This design comes from an exercise in tuning for a short achievable clock period and few clock cycles on the open sky130 flow, not from production work. Only simulation tests tie the RTL to the original design; equivalence was not proved. Power and IR drop assume default switching activity.

==> pepper: inputs <==
## core_top
module core_top
(
    input  wire                 CLK,
    input  wire                 rst_n,
    input  wire                 mem_req_ready,
    input  wire core_pkg::mem_rsp_t       mem_rsp,
    input  wire                 mem_rsp_valid,
    input  wire                 out_ready,
    output core_pkg::mem_req_t            mem_req,
    output logic                mem_req_valid,
    output logic [32-1:0]  out_data,
    output logic                out_valid,
    output logic                halted
);
    localparam int IBD = 4;   
    localparam int TQD = 4;   
    localparam int NB  = 8;   
    function automatic logic br_eval(input logic [2:0] c, input logic z, input logic n);
        case (c)
            3'd0:    br_eval = 1'b0;
            3'd1:    br_eval = 1'b1;
            3'd2:    br_eval = z;
            3'd3:    br_eval = !z;
            3'd4:    br_eval = !z && !n;
            3'd5:    br_eval = n;
            3'd6:    br_eval = !n;
            default: br_eval = z || n;
        endcase
    endfunction
    function automatic logic writes_r5(input logic [15:0] i);
        logic wr;
        wr = 1'b0;
        if (!i[15]) begin
            case (i[14:11])
                4'b0000: wr = (i[4:0] == 5'b10000) || (i[4:0] == 5'b10001) || (i[4:0] == 5'b10010) ||
                              (i[4:0] == 5'b11000) || (i[4:0] == 5'b11001);
                4'b0001, 4'b0010, 4'b0100, 4'b0101, 4'b0110, 4'b0111: wr = 1'b1;
                default: wr = 1'b0;
            endcase
        end
        writes_r5 = wr && (i[10:8] == 3'd5);
    endfunction
    function automatic logic [7:0] onehot(input logic [2:0] r);
        onehot = 8'b1 << r;
    endfunction
    localparam int C_BR = 0, C_END = 1, C_OUT = 2, C_LD = 3, C_ST = 4, C_MUL = 5, C_IMM = 6,
                   C_RDA = 7, C_RDB = 8, C_WRALU = 9, C_WRD = 10, C_SUB = 11, C_NEG = 12,
                   C_SUM = 13, C_A = 14, C_NOT = 15, C_AND = 16, C_OR = 17, C_XOR = 18,
                   C_SAR = 19, C_ROL = 20, C_BE = 21, CW = 25;
    function automatic logic [CW-1:0] decode(input logic [15:0] i);
  ...
clock: 15.0 ns
lec_check: 0
abc_clock_period_in_ps: 4000
cap_margin: 20
core_margin: 2
core_utilization: 40
slew_margin: 20
tns_end_percent: 100
standard.sh (not shown) runs the stock make flow with config.mk's settings and CLKGATE_MAP_FILE= SYNTH_SCRIPT=/design/flow/synth_recipe.tcl, a recipe that flattens the netlist after the stock synthesis.
==> flow/flow/run.sh <==
#!/bin/bash
# Own flow: the standard layout (standard.sh), run with a larger setup
# slack margin for ORFS's repair_timing so that the resizer keeps working on
# paths well below the design's clock period. The SDC, the synthesis and
# every other step are the standard ones.
set -euo pipefail
MARGIN=${MARGIN:-10}
sed -e "s/CLKGATE_MAP_FILE= /CLKGATE_MAP_FILE= SETUP_SLACK_MARGIN=${MARGIN} /" standard.sh > standard_margin.sh
grep -q "SETUP_SLACK_MARGIN=${MARGIN}" standard_margin.sh
bash standard_margin.sh > flow_make.log 2>&1
==> yarrow (differences from pepper) <==
--- a/flow/design.v
+++ b/flow/design.v
@@ -159,27 +159,24 @@
     input  wire [31:0]  z,
     output logic [31:0] s,
     output logic [31:0] c
 );
     assign s = x ^ y ^ z;
     assign c = {((x[30:0] & y[30:0]) | (x[30:0] & z[30:0]) | (y[30:0] & z[30:0])), 1'b0};
 endmodule
-module mul_tree
+module mul_rows
 (
-    input  wire [31:0]  a,
-    input  wire [31:0]  b,
-    output logic [31:0] s,
-    output logic [31:0] c
+    input  wire [31:0]   a,
+    input  wire [31:0]   b,
+    output logic [127:0] rows
 );
     wire [31:0] pp [0:16];
     wire [31:0] l1 [0:11];
     wire [31:0] l2 [0:7];
     wire [31:0] l3 [0:5];
-    wire [31:0] l4 [0:3];
-    wire [31:0] l5 [0:2];
     wire [15:0] negs;
     wire [32:0] bx;
     assign bx = {b, 1'b0};
     genvar i, k;
     generate
         for (i = 0; i < 16; i = i + 1) begin : g_booth
             wire b2  = bx[2*i+2];
@@ -211,20 +208,31 @@
         end
         for (k = 0; k < 2; k = k + 1) begin : g_l3
             csa32 u (.x(l2[3*k]), .y(l2[3*k+1]), .z(l2[3*k+2]), .s(l3[2*k]), .c(l3[2*k+1]));
         end
         assign l3[4] = l2[6];
         assign l3[5] = l2[7];
         for (k = 0; k < 2; k = k + 1) begin : g_l4
-            csa32 u (.x(l3[3*k]), .y(l3[3*k+1]), .z(l3[3*k+2]), .s(l4[2*k]), .c(l4[2*k+1]));
+            csa32 u (.x(l3[3*k]), .y(l3[3*k+1]), .z(l3[3*k+2]),
+                     .s(rows[64*k +: 32]), .c(rows[64*k+32 +: 32]));
         end
     endgenerate
-    csa32 u_l5 (.x(l4[0]), .y(l4[1]), .z(l4[2]), .s(l5[0]), .c(l5[1]));
-    assign l5[2] = l4[3];
-    csa32 u_l6 (.x(l5[0]), .y(l5[1]), .z(l5[2]), .s(s), .c(c));
+endmodule
+module mul_sum
+(
+    input  wire [127:0] rows,
+    output logic [31:0] p
+);
+    wire [31:0] s5;
+    wire [31:0] c5;
+    wire [31:0] s6;
+    wire [31:0] c6;
+    csa32 u_l5 (.x(rows[0 +: 32]), .y(rows[32 +: 32]), .z(rows[64 +: 32]), .s(s5), .c(c5));
+    csa32 u_l6 (.x(s5), .y(c5), .z(rows[96 +: 32]), .s(s6), .c(c6));
+    ks_add32 u_add (.x(s6), .y(c6), .cin(1'b0), .s(p));
 endmodule
 `default_nettype wire
 `timescale 1ns/1ps
 `default_nettype none
 module reg_file
 (
     input  wire                 CLK,
@@ -232,18 +240,20 @@
     input  wire [7:0]           rs0,
     input  wire [7:0]           rs1,
     input  wire                 e_we,
     input  wire [3:0]           e_be,
     input  wire [7:0]           e_ws,
     input  wire [31:0]          e_wd,
     input  wire                 m_we,
+    input  wire [3:0]           m_be,
     input  wire [7:0]           m_ws,
     input  wire [31:0]          m_wd,
     input  wire                 l_we,
     input  wire                 l_hi,
+    input  wire [1:0]           l_bm,
     input  wire [7:0]           l_ws,
     input  wire [15:0]          l_wd,
     output logic [31:0]         rd0,
     output logic [31:0]         rd1,
     output logic [31:0]         r5
 );
     logic [31:0] regs [8];
@@ -253,17 +263,17 @@
                 regs[i] <= '0;
             end
         end else begin
             for (int i = 0; i < 8; i++) begin
                 for (int l = 0; l < 4; l++) begin
                     if (e_we && e_ws[i] && e_be[l]) begin
                         regs[i][8*l +: 8] <= e_wd[8*l +: 8];
-                    end else if (m_we && m_ws[i]) begin
+                    end else if (m_we && m_ws[i] && m_be[l]) begin
                         regs[i][8*l +: 8] <= m_wd[8*l +: 8];
-                    end else if (l_we && l_ws[i] && (l_hi == l[1])) begin
+                    end else if (l_we && l_ws[i] && (l_hi == l[1]) && l_bm[l[0]]) begin
                         regs[i][8*l +: 8] <= l_wd[8*l[0] +: 8];
                     end
                 end
             end
         end
     end
     always_comb begin
@@ -379,27 +389,31 @@
     endfunction
     logic [11:0]  fpc;                
     logic         rq_fetch;           
     logic         rq_load;            
     logic         rq_store;           
     logic [2:0]   rq_dst;             
     logic         rq_hi;              
+    logic [1:0]   rq_bm;              
     logic         sk_v;               
     logic [28:0]  sk_req;
     logic         sk_load;
     logic         sk_store;
     logic [2:0]   sk_dst;
     logic         sk_hi;
+    logic [1:0]   sk_bm;
     logic         osk_v;              
     logic [31:0]  osk_data;
     logic [3:0]   tq_fetch;
     logic [3:0]   tq_live;
     logic [11:0]  tq_pc  [TQD];
     logic [2:0]   tq_dst [TQD];
     logic [3:0]   tq_hi;
+    logic [3:0]   tq_val;
+    logic [1:0]   tq_bm  [TQD];
     logic [3:0]   tq_bp;              
     logic [1:0]   tq_head;
     logic [1:0]   tq_tail;
     logic [2:0]   tq_cnt;
     logic [2:0]   lf_cnt;             
     logic [IBD-1:0] ib_v;
     logic [15:0]  ib_ins [IBD];
@@ -407,23 +421,22 @@
     logic [7:0]   ib_s0  [IBD];       
     logic [7:0]   ib_s1  [IBD];
     logic [7:0]   ib_sd  [IBD];
     logic [11:0]  ib_pc1 [IBD];       
     logic [IBD-1:0] ib_pred;          
     logic [IBD-1:0] ib_wr5;
     logic [IBD-1:0] ib_bp;
-    logic [7:0]   pend_ld;            
     logic         m2_v;
     logic [7:0]   m2_sd;
     logic [31:0]  m2_a;
     logic [31:0]  m2_b;
     logic         m3_v;
     logic [7:0]   m3_sd;
-    logic [31:0]  m3_s;
-    logic [31:0]  m3_c;
+    logic [3:0]   m3_be;              
+    logic [127:0] m3_r;
     logic [NB-1:0]  bt_v;
     logic [11:0]    bt_pc  [NB];
     logic [11:0]    bt_tgt [NB];
     logic [2:0]     bt_ptr;
     logic           bt_hit;
     logic [11:0]    bt_t;
     logic [31:0]  ra;
@@ -483,17 +496,15 @@
     logic         tq_ok;
     logic         e_can;
     logic         e_fire;
     logic         e_data;
     logic         e_ofire;
     logic         o_free;
     logic         halt_now;
-    assign busy     = pend_ld | (m2_v ? m2_sd : 8'b0) | (m3_v ? m3_sd : 8'b0);
-    assign haz      = (rd_a && |(s0 & busy)) || (rd_b && |(s1 & busy)) || (wr_d && |(sd & busy)) ||
-                      (e_br && busy[5]);
+    assign haz      = (rd_a && |(s0 & busy)) || (rd_b && |(s1 & busy)) || (e_br && busy[5]);
     assign tq_ok    = (tq_cnt + {2'b0, rq_read} + {2'b0, sk_v && sk_load}) <= 3'(TQD - 1);
     assign e_can    = ir_v && !haz && !halted;
     assign e_fire   = e_can && !e_end && (!(e_ld || e_st) || (!sk_v && (!e_ld || tq_ok))) &&
                       (!e_out || !osk_v);
     assign e_data   = e_fire && (e_ld || e_st);
     assign e_ofire  = e_fire && e_out;
     assign o_free   = !out_valid || out_ready;
@@ -511,18 +522,34 @@
     logic         d_redir;
     logic         kill;
     assign r5z     = (r5 == 32'd0);
     assign r5n     = r5[31];
     assign e_take  = br_eval(w[14:12], r5z, r5n);
     assign e_redir = e_can && e_br && (e_take != ib_pred[0]);
     assign e_tgt   = e_take ? w[11:0] : ib_pc1[0];
+    logic         zk;                 
+    logic         zq;                 
+    assign zk = e_can && ec[C_SUB] && ib_wr5[0] && !busy[5] && !(|(ib_v[IBD-1:1] & ib_wr5[IBD-1:1]));
+    assign zq = (ra == rb);
     always_comb begin
         haz5 = busy[5] || |(ib_v & ib_wr5);
         for (int c = 0; c < 8; c++) begin
-            pv[c] = (c == 1) || ((c != 0) && (haz5 || br_eval(3'(c), r5z, r5n)));
+            if (!haz5) begin
+                pv[c] = br_eval(3'(c), r5z, r5n);
+            end else if (zk) begin
+                case (c)
+                    0:       pv[c] = 1'b0;
+                    2:       pv[c] = zq;
+                    3:       pv[c] = !zq;
+                    4, 5:    pv[c] = !zq;
+                    default: pv[c] = 1'b1;
+                endcase
+            end else begin
+                pv[c] = (c != 0);
+            end
         end
     end
     assign rsp_pc1 = tq_pc[tq_head] + 12'd1;
     assign d_pt    = rw[15] && pv[rw[14:12]];
     assign bp_h    = tq_bp[tq_head];
     assign d_redir = rsp_ins && (bp_h ? !d_pt : d_pt);
     assign d_tgt   = bp_h ? rsp_pc1 : rw[11:0];
@@ -534,40 +561,77 @@
             if (bt_v[i] && bt_pc[i] == fpc) begin
                 bt_hit = 1'b1;
                 bt_t   = bt_t | bt_tgt[i];
             end
         end
     end
     logic [31:0]  alu_res;
-    logic [31:0]  mt_s;
-    logic [31:0]  mt_c;
+    logic [127:0] mt_r;
     logic [31:0]  mul_res;
     logic         e_wen;
     logic [31:0]  e_wd;
     logic [7:0]   l_ws;
     assign l_ws = onehot(tq_dst[tq_head]);
     reg_file u_rf (
         .CLK(CLK), .rst_n(rst_n), .rs0(s0), .rs1(s1),
         .e_we(e_wen), .e_be(ec[C_BE +: 4]), .e_ws(sd), .e_wd(e_wd),
-        .m_we(m3_v), .m_ws(m3_sd), .m_wd(mul_res),
-        .l_we(rsp_ld), .l_hi(tq_hi[tq_head]), .l_ws(l_ws), .l_wd(rw),
+        .m_we(m3_v), .m_be(m3_be), .m_ws(m3_sd), .m_wd(mul_res),
+        .l_we(rsp_ld), .l_hi(tq_hi[tq_head]), .l_bm(tq_bm[tq_head]), .l_ws(l_ws), .l_wd(rw),
         .rd0(ra), .rd1(rb), .r5(r5)
     );
     alu u_alu (
         .a(ra), .b(rb),
         .op_sub(ec[C_SUB]), .op_neg(ec[C_NEG]),
         .sel_sum(ec[C_SUM]), .sel_a(ec[C_A]), .sel_not(ec[C_NOT]),
         .sel_and(ec[C_AND]), .sel_or(ec[C_OR]), .sel_xor(ec[C_XOR]),
         .sel_sar(ec[C_SAR]), .sel_rol(ec[C_ROL]),
         .result(alu_res)
     );
-    mul_tree u_mt  (.a(m2_a), .b(m2_b), .s(mt_s), .c(mt_c));
-    ks_add32 u_madd (.x(m3_s), .y(m3_c), .cin(1'b0), .s(mul_res));
+    mul_rows u_mrows (.a(m2_a), .b(m2_b), .rows(mt_r));
+    mul_sum  u_msum  (.rows(m3_r), .p(mul_res));
     assign e_wen = e_can && (wr_alu || e_imm);
     assign e_wd  = e_imm ? {4{w[7:0]}} : alu_res;
+    logic         ew_v;
+    logic [3:0]   ew_be;
+    assign ew_v  = e_wen || (e_can && e_mul);
+    assign ew_be = e_mul ? 4'hf : ec[C_BE +: 4];
+    function automatic logic [1:0] ld_mask(input logic [1:0] bm, input logic [2:0] dst, input logic hi);
+        ld_mask = bm;
+        if (ew_v && dst == fd) begin
+            ld_mask = bm & ~(hi ? ew_be[3:2] : ew_be[1:0]);
+        end
+    endfunction
+    logic [7:0]   busy_n;
+    logic [3:0]   m3_be_n;
+    assign m3_be_n = (ew_v && (sd == m2_sd)) ? ~ew_be : 4'hf;
+    always_comb begin
+        busy_n = ((e_can && e_mul) ? sd : 8'b0) | ((m2_v && (m3_be_n != 4'd0)) ? m2_sd : 8'b0);
+        if (e_data && e_ld) begin
+            busy_n = busy_n | sd;
+        end
+        if (mem_req_valid && rq_load && (ld_mask(rq_bm, rq_dst, rq_hi) != 2'd0)) begin
+            busy_n = busy_n | onehot(rq_dst);
+        end
+        if (sk_v && sk_load && (ld_mask(sk_bm, sk_dst, sk_hi) != 2'd0)) begin
+            busy_n = busy_n | onehot(sk_dst);
+        end
+        for (int i = 0; i < TQD; i++) begin
+            if (tq_val[i] && !tq_fetch[i] && !(tq_pop && tq_head == 2'(i)) &&
+                (ld_mask(tq_bm[i], tq_dst[i], tq_hi[i]) != 2'd0)) begin
+                busy_n = busy_n | onehot(tq_dst[i]);
+            end
+        end
+    end
+    always_ff @(posedge CLK or negedge rst_n) begin
+        if (!rst_n) begin
+            busy <= 8'd0;
+        end else begin
+            busy <= busy_n;
+        end
+    end
     logic         credit_ok;
     logic         fetch_ok;
     logic [11:0]  fpc_next;
     logic [2:0]   ib_n;
     logic [28:0]  e_req;
     assign ib_n      = 3'(ib_v[0]) + 3'(ib_v[1]) + 3'(ib_v[2]) + 3'(ib_v[3]);
     assign credit_ok = ({1'b0, ib_n} + {1'b0, lf_cnt} + {3'b0, mem_req_valid && rq_fetch}) <= 4'(IBD - 1);
@@ -590,61 +654,69 @@
             mem_req_valid <= 1'b1;
             mem_req       <= {12'h008, 16'h0, 1'b0};
             rq_fetch      <= 1'b1;
             rq_load       <= 1'b0;
             rq_store      <= 1'b0;
             rq_dst        <= 3'd0;
             rq_hi         <= 1'b0;
+            rq_bm         <= 2'd0;
+            sk_bm         <= 2'd0;
             sk_v          <= 1'b0;
             sk_req        <= '0;
             sk_load       <= 1'b0;
             sk_store      <= 1'b0;
             sk_dst        <= 3'd0;
             sk_hi         <= 1'b0;
         end else begin
             fpc <= fpc_next;
+            rq_bm <= ld_mask(rq_bm, rq_dst, rq_hi);
+            sk_bm <= ld_mask(sk_bm, sk_dst, sk_hi);
             if (halted || halt_now) begin
                 mem_req_valid <= 1'b0;
                 rq_fetch      <= 1'b0;
                 rq_load       <= 1'b0;
                 rq_store      <= 1'b0;
                 sk_v          <= 1'b0;
             end else if (cur_pend) begin
                 if (e_data) begin
                     sk_v     <= 1'b1;
                     sk_req   <= e_req;
                     sk_load  <= e_ld;
                     sk_store <= e_st;
                     sk_dst   <= fd;
                     sk_hi    <= fn[0];
+                    sk_bm    <= 2'b11;
                 end
             end else if (sk_v) begin
                 mem_req_valid <= 1'b1;
                 mem_req       <= sk_req;
                 rq_fetch      <= 1'b0;
                 rq_load       <= sk_load;
                 rq_store      <= sk_store;
                 rq_dst        <= sk_dst;
                 rq_hi         <= sk_hi;
+                rq_bm         <= ld_mask(sk_bm, sk_dst, sk_hi);
                 sk_v          <= e_data;
                 if (e_data) begin
                     sk_req   <= e_req;
                     sk_load  <= e_ld;
                     sk_store <= e_st;
                     sk_dst   <= fd;
                     sk_hi    <= fn[0];
+                    sk_bm    <= 2'b11;
                 end
             end else if (e_data) begin
                 mem_req_valid <= 1'b1;
                 mem_req       <= e_req;
                 rq_fetch      <= 1'b0;
                 rq_load       <= e_ld;
                 rq_store      <= e_st;
                 rq_dst        <= fd;
                 rq_hi         <= fn[0];
+                rq_bm         <= 2'b11;
             end else if (fetch_ok) begin
                 mem_req_valid <= 1'b1;
                 mem_req       <= {fpc_next, 16'h0, 1'b0};
                 rq_fetch      <= 1'b1;
                 rq_load       <= 1'b0;
                 rq_store      <= 1'b0;
             end else begin
@@ -663,38 +735,50 @@
         if (!rst_n) begin
             tq_head  <= 2'd0;
             tq_tail  <= 2'd0;
             tq_cnt   <= 3'd0;
             tq_live  <= 4'd0;
             tq_fetch <= 4'd0;
             tq_bp    <= 4'd0;
+            tq_val   <= 4'd0;
             lf_cnt   <= 3'd0;
         end else begin
+            if (tq_pop) begin
+                tq_val[tq_head] <= 1'b0;
+            end
             if (kill) begin
                 tq_live <= 4'd0;
             end
             if (tq_push) begin
                 tq_fetch[tq_tail] <= rq_fetch;
                 tq_live[tq_tail]  <= rq_fetch && !kill;
                 tq_hi[tq_tail]    <= rq_hi;
                 tq_bp[tq_tail]    <= bt_hit;
+                tq_val[tq_tail]   <= 1'b1;
                 tq_tail           <= tq_tail + 2'd1;
             end
             if (tq_pop) begin
                 tq_head <= tq_head + 2'd1;
             end
             tq_cnt <= tq_cnt + {2'b0, tq_push} - {2'b0, tq_pop};
             if (kill) begin
                 lf_cnt <= 3'd0;
             end else begin
                 lf_cnt <= lf_cnt + {2'b0, tq_push && rq_fetch} - {2'b0, rsp_ins};
             end
         end
     end
     always_ff @(posedge CLK) begin
+        for (int i = 0; i < TQD; i++) begin
+            if (tq_push && tq_tail == 2'(i)) begin
+                tq_bm[i] <= ld_mask(rq_bm, rq_dst, rq_hi);
+            end else begin
+                tq_bm[i] <= ld_mask(tq_bm[i], tq_dst[i], tq_hi[i]);
+            end
+        end
         if (tq_push) begin
             tq_pc[tq_tail]  <= mem_req[28:17];
             tq_dst[tq_tail] <= rq_dst;
         end
     end
     logic           ib_push;
     logic [IBD-1:0] v_sh;             
@@ -761,28 +845,20 @@
         if (bt_ins) begin
             bt_pc[bt_ptr]  <= ib_pc1[0] - 12'd1;
             bt_tgt[bt_ptr] <= w[11:0];
         end
     end
     always_ff @(posedge CLK or negedge rst_n) begin
         if (!rst_n) begin
-            pend_ld   <= 8'd0;
             m2_v      <= 1'b0;
             m3_v      <= 1'b0;
             out_valid <= 1'b0;
             osk_v     <= 1'b0;
             halted    <= 1'b0;
         end else begin
-            for (int i = 0; i < 8; i++) begin
-                if (e_data && e_ld && sd[i]) begin
-                    pend_ld[i] <= 1'b1;
-                end else if (rsp_ld && l_ws[i]) begin
-                    pend_ld[i] <= 1'b0;
-                end
-            end
             m2_v <= e_can && e_mul;
             m3_v <= m2_v;
             if (halt_now) begin
                 halted <= 1'b1;
             end
             if (halted || halt_now) begin
                 out_valid <= 1'b0;
@@ -802,17 +878,17 @@
     always_ff @(posedge CLK) begin
         if (e_can && e_mul) begin
             m2_a  <= ra;
             m2_b  <= rb;
             m2_sd <= sd;
         end
         if (m2_v) begin
-            m3_s  <= mt_s;
-            m3_c  <= mt_c;
+            m3_r  <= mt_r;
             m3_sd <= m2_sd;
+            m3_be <= m3_be_n;
         end
         if (!o_free) begin
             if (e_ofire) begin
                 osk_data <= ra;
             end
         end else if (osk_v) begin
             out_data <= osk_data;
==> flow/flow/run.sh (replaced) <==
#!/bin/bash
# Own flow: the standard layout (standard.sh), run with a larger setup
# slack margin for ORFS's repair_timing so that the resizer keeps working on
# paths well below the design's clock period. The SDC, the synthesis and
# every other step are the standard ones.
set -euo pipefail
MARGIN=${MARGIN:-11}
sed -e "s/CLKGATE_MAP_FILE= /CLKGATE_MAP_FILE= SETUP_SLACK_MARGIN=${MARGIN} /" standard.sh > standard_margin.sh
grep -q "SETUP_SLACK_MARGIN=${MARGIN}" standard_margin.sh
bash standard_margin.sh > flow_make.log 2>&1
- CORE_UTILIZATION: 40 -> 50
==> comparison table <==
Sw frac: pepper 0.222; yarrow 0.429
Vias in the first global route: pepper 61700; yarrow 66900
FF-to-FF Start: pepper m2_b[3]; yarrow ib_s0[0][2]
Die Ht: pepper 440 µm; yarrow 400 µm
Cell Area, Placed: pepper 79700 µm²; yarrow 82300 µm²
Layout clock buffer count: pepper 174; yarrow 193
Number of buffers created by CTS: pepper 134; yarrow 139
Layout-stage area growth over the synthesis result: pepper 14.8%; yarrow 31.7%
Met2 GRT Util: pepper 0.444; yarrow 0.608
Fraction of area in clock buffers and inverters: pepper 0.0516; yarrow 0.0453
Tap Count: pepper 2511; yarrow 2058
Routability cong.: pepper 1.01; yarrow 0.984
Number of cells upsized or downsized after cts: pepper 189; yarrow 1291
Run status: pepper timing/DRC/antenna clean; yarrow timing/DRC/antenna clean
Number of inverters outside the clock class in the layout: pepper 425; yarrow 318
Count of sequential standard cells: pepper 1166; yarrow 1212
Internal cell power: pepper 5.35 mW; yarrow 9.78 mW
Share of synthesized area occupied by flip-flops and latches: pepper 0.433; yarrow 0.436
Fraction of power consumed by the clock network: pepper 0.492; yarrow 0.207
Area of the mapped netlist: pepper 76100 µm²; yarrow 78500 µm²
Testbench counts of pepper, summed over its fixed seeds: cycles 75,254.
Testbench counts of yarrow, summed over its fixed seeds: cycles 73,364.

## what the ideal ports hide
Ports are ideal in the flow. The routed layouts listed here were re-timed in OpenROAD.
Step 1 (the two cells are an assumption about what drives the block):
set clk [get_ports {CLK}]
set_driving_cell -lib_cell sky130_fd_sc_hd__clkbuf_16 $clk
set_driving_cell -lib_cell sky130_fd_sc_hd__buf_2 [delete_from_list [all_inputs] $clk]
Step 2 moves the port delays by t, midway between the first and last clock arrival at a register: inputs arrive t later, outputs are due t later. That takes back most of the time a late clock gives input paths.
a / b / c = no drivers / after step 1 / after step 2; a / b = the first two.
| run | t (ns) | setup WS [ns] | worst slew at a driven data input, ns |
|---|---|---|---|
| pepper | 0.865 | 9.946 / 9.944 / 9.229 | 0.06 |
| yarrow | 0.898 | 10.028 / 10.028 / 9.657 | 0.06 |
After both steps setup and hold are still met in every run listed. For pepper, which loses most, drivers alone change the setup slack by -0.002 ns; drivers and shift together by -0.717 ns.
